Background: an optimization exercise with open tools, aiming at small area, a short achievable clock period and few clock cycles per item. Do not read the settings as production practice. Power figures rest on the tool's default switching activity, not on a simulated workload.

## ekf_frontend_top
module ekf_frontend_top (
  input  wire                clk,
  input  wire                sys_rst,
  input  wire                ekf_pkg::stage_e i_stage_val,
  output logic               o_stage_rdy,
  input  wire                ekf_pkg::lm_idx_t i_l_k,
  input  wire                ekf_pkg::data_t i_rk,
  input  wire                ekf_pkg::data_t i_phi,
  output logic               o_plb_en,
  output logic               o_plb_we,
  output ekf_pkg::plb_addr_t o_plb_addr,
  output ekf_pkg::data_t     o_plb_din,
  input  wire                ekf_pkg::data_t i_plb_dout,
  output logic               o_init_predict,
  output logic               o_init_newlm,
  output logic               o_init_update,
  output ekf_pkg::data_t     o_xk,
  output ekf_pkg::data_t     o_yk,
  output ekf_pkg::data_t     o_xita,
  output ekf_pkg::data_t     o_lkx,
  output ekf_pkg::data_t     o_lky,
  input  wire                i_done_predict,
  input  wire                i_done_newlm,
  input  wire                i_done_update,
  input  wire                ekf_pkg::data_t i_result_0,
  input  wire                ekf_pkg::data_t i_result_1,
  input  wire                ekf_pkg::data_t i_result_2,
  input  wire                ekf_pkg::data_t i_result_3,
  input  wire                ekf_pkg::data_t i_result_4,
  input  wire                ekf_pkg::data_t i_result_5
);
Size: roughly 2300 cells after synthesis, roughly 19000 µm² of cells after synthesis.
export LEC_CHECK = 0
export CAP_MARGIN = 20
export CORE_MARGIN = 2
export CORE_UTILIZATION = 45
export CTS_BUF_LIST = sky130_fd_sc_hd__clkbuf_4 sky130_fd_sc_hd__clkbuf_8
export SETUP_SLACK_MARGIN = 2.2
export SLEW_MARGIN = 20
create_clock -name core_clock -period 5.5 [get_ports {clk}]
standard.sh (not shown) runs the stock make flow with config.mk's settings and CLKGATE_MAP_FILE= SYNTH_SCRIPT=/design/flow/synth_recipe.tcl, a recipe that flattens the netlist after the stock synthesis.
==> flow/flow/run.sh <==
#!/bin/bash
# Standard layout, with the smallest plain buffer on every port instead of
# the default port buffer.
set -euo pipefail
export BUFFER_PORTS_ARGS="-buffer_cell sky130_fd_sc_hd__buf_1"
bash standard.sh > standard.log 2>&1
The baseline finished with timing, DRC and antenna clean.
Rerun with:
--- a/flow/design.v
+++ b/flow/design.v
@@ -56,34 +56,35 @@
   localparam int C_MRK  = 8;    
   localparam int C_MPHI = 9;    
   localparam int C_M10  = 10;   
   localparam int C_M34  = 11;   
   localparam int C_M43  = 12;   
   localparam int C_M32  = 13;   
   localparam int C_LAST = 14;
-  localparam int CW     = 15;
+  localparam int C_SUM  = 15;   
+  localparam int CW     = 16;
   logic          rdy_q;
   logic [1:0]    kind_q;
-  logic [9:0]    k_q;
   logic [6:1]    ph_q;          
   logic          wait_q;        
   logic          wr_q;          
   logic [3:0]    n_q;           
   logic [CW-1:0] ctl_q;
   logic          en_q, we_q;
   logic [12:0]   addr_q;
   logic          ini_p_q, ini_n_q, ini_u_q;
   logic          wt_p_q, wt_n_q, wt_u_q;   
-  logic [31:0]   r0, r1, r2, r3, r4, wd;
+  logic [31:0]   r0, r1, r2, r3, r4, wd, ws;
+  logic          sum_q;         
   logic          acc, done_hit;
   logic [12:0]   lm;
   assign acc = rdy_q & ~i_stage_val[2] & (i_stage_val[1] | i_stage_val[0]);
   assign done_hit = (wt_p_q & i_done_predict) | (wt_n_q & i_done_newlm) |
                     (wt_u_q & i_done_update);
-  assign lm = 13'd3 + {2'b00, k_q, 1'b0};
+  assign lm = 13'd3 + {2'b00, i_l_k, 1'b0};
   function automatic logic [CW-1:0] ctl_of(input logic [1:0] kind, input logic [3:0] c);
     logic [CW-1:0] t;
     t = '0;
     case (kind)
       2'd1: case (c)
         4'd1: begin t[C_AEN] = 1; t[C_BW] = 1; t[C_M01] = 1; end             
         4'd2: begin t[C_AEN] = 1; t[C_M02] = 1; t[C_M34] = 1; t[C_M43] = 1; end  
@@ -92,28 +93,29 @@
         default: t[C_LAST] = 1;
       endcase
       2'd2: case (c)
         4'd1: begin t[C_AEN] = 1; t[C_M01] = 1; t[C_M10] = 1; t[C_M34] = 1; end  
         4'd2: t[C_AEN] = 1;                                                   
         4'd3: t[C_WR0] = 1;                                                   
         4'd4: t[C_WR1] = 1;                                                   
-        4'd5: t[C_BW] = 1;                                                    
+        4'd5: ;                                                               
         4'd6: t[C_WR2] = 1;                                                   
         default: t[C_LAST] = 1;
       endcase
       default: case (c)
         4'd1, 4'd3, 4'd5: begin t[C_BW] = 1; t[C_INV] = 1; end                
         4'd2: begin t[C_WR0] = 1; t[C_MRK] = 1; end                           
         4'd4: t[C_WR1] = 1;                                                   
         4'd6: begin t[C_INV] = 1; t[C_M34] = 1; end                           
         4'd7: begin t[C_AEN] = 1; t[C_INV] = 1; t[C_MPHI] = 1; t[C_M32] = 1; end  
         4'd8: begin t[C_AEN] = 1; t[C_INV] = 1; end                           
         default: t[C_LAST] = 1;
       endcase
     endcase
+    t[C_SUM] = ~(t[C_WR0] | t[C_WR1] | t[C_WR2] | t[C_LAST] | (kind == 2'd2 && c == 4'd5));
     ctl_of = t;
   endfunction
   function automatic logic [12:0] addr_of(input logic [1:0] kind, input logic [3:0] c,
                                           input logic [12:0] lmw);
     logic [12:0] a;
     a = J;
     case (kind)
@@ -149,15 +151,14 @@
       endcase
     endcase
     addr_of = a;
   endfunction
   always_ff @(posedge clk) begin
     if (rdy_q) begin
       kind_q <= i_stage_val[1:0];
-      k_q    <= i_l_k;
     end
   end
   always_ff @(posedge clk) begin
     if (rdy_q) begin
       addr_q <= 13'd0;
     end else if (wait_q) begin
       addr_q <= addr_of(kind_q, done_hit ? 4'd1 : 4'd0, lm);
@@ -249,30 +250,31 @@
     else if (wait_q && kind_q == 2'd3) r3 <= i_result_2;
     else if (mv && ctl_q[C_M34]) r3 <= r4;
     else if (mv && ctl_q[C_M32]) r3 <= r2;
     if (ph_q[6]) r4 <= i_plb_dout;
     else if (wait_q && kind_q == 2'd1) r4 <= i_result_1;
     else if (wait_q && kind_q == 2'd3) r4 <= i_result_0;
     else if (mv && ctl_q[C_M43]) r4 <= r3;
+    ws <= sum;
+    sum_q <= ~wait_q & ctl_q[C_SUM];
     if (wait_q) begin
       case (kind_q)
         2'd1:    wd <= i_result_2;
         2'd2:    wd <= i_result_0;
         default: wd <= i_result_4;
       endcase
     end else if (ctl_q[C_WR0]) wd <= r0;
     else if (ctl_q[C_WR1]) wd <= r1;
     else if (ctl_q[C_WR2]) wd <= r2;
-    else wd <= sum;
   end
   assign o_stage_rdy    = rdy_q;
   assign o_plb_en       = en_q | done_hit;
   assign o_plb_we       = we_q | done_hit;
   assign o_plb_addr     = {17'd0, addr_q, 2'b00};
-  assign o_plb_din      = wait_q ? i_result_2 : wd;
+  assign o_plb_din      = wait_q ? i_result_2 : (sum_q ? ws : wd);
   assign o_init_predict = ini_p_q;
   assign o_init_newlm   = ini_n_q;
   assign o_init_update  = ini_u_q;
   assign o_xk           = r0;
   assign o_yk           = r1;
   assign o_xita         = r2;
   assign o_lkx          = r3;
Outcome: Area after synthesis increases by a few percent; cell count came out higher by a few percent; register-to-register slack gains 0.24 ns; total power rose by a few percent; synthesized cell count is higher by a few percent; maximum frequency came out higher by a little under a tenth; first-iteration DRC count is higher by about a fifth; die area grows by a few percent; final area went up by a few percent; clock skew hardly moves.
Function was not checked in any run of this note: the RTL went through the layout flow alone.

## what the ideal ports hide
In the flow no input, the clock included, has a driving cell. The finished layouts below were timed again as built, in two steps. Step 1 (the two cells are an assumption about what drives the block):
set clk [get_ports {clk}]
set_driving_cell -lib_cell sky130_fd_sc_hd__clkbuf_16 $clk
set_driving_cell -lib_cell sky130_fd_sc_hd__buf_2 [delete_from_list [all_inputs] $clk]
Step 2 adds t to the input delays and takes it off the output delays; t is the mean of the earliest and latest rising clock arrival at the registers after step 1. Input paths then give back, and output paths get back, about the clock's delay inside the block. Three values: no drivers, after step 1, after step 2; two values: the first two.
run | t, ns | setup slack, ns | worst setup path after step 2 | worst data-port slew with drivers (ns) | pins driven straight from the clock port
the first run | 0.703 | 1.909 / 1.909 / 1.909 | register to register | 0.12 | 1
the second run | 0.687 | 2.154 / 2.154 / 1.789 | input to register | 0.12 | 1
After both steps every run listed still meets setup and hold. For the second run, which loses most, drivers alone change the setup slack by 0.000 ns; drivers and shift together by -0.365 ns.
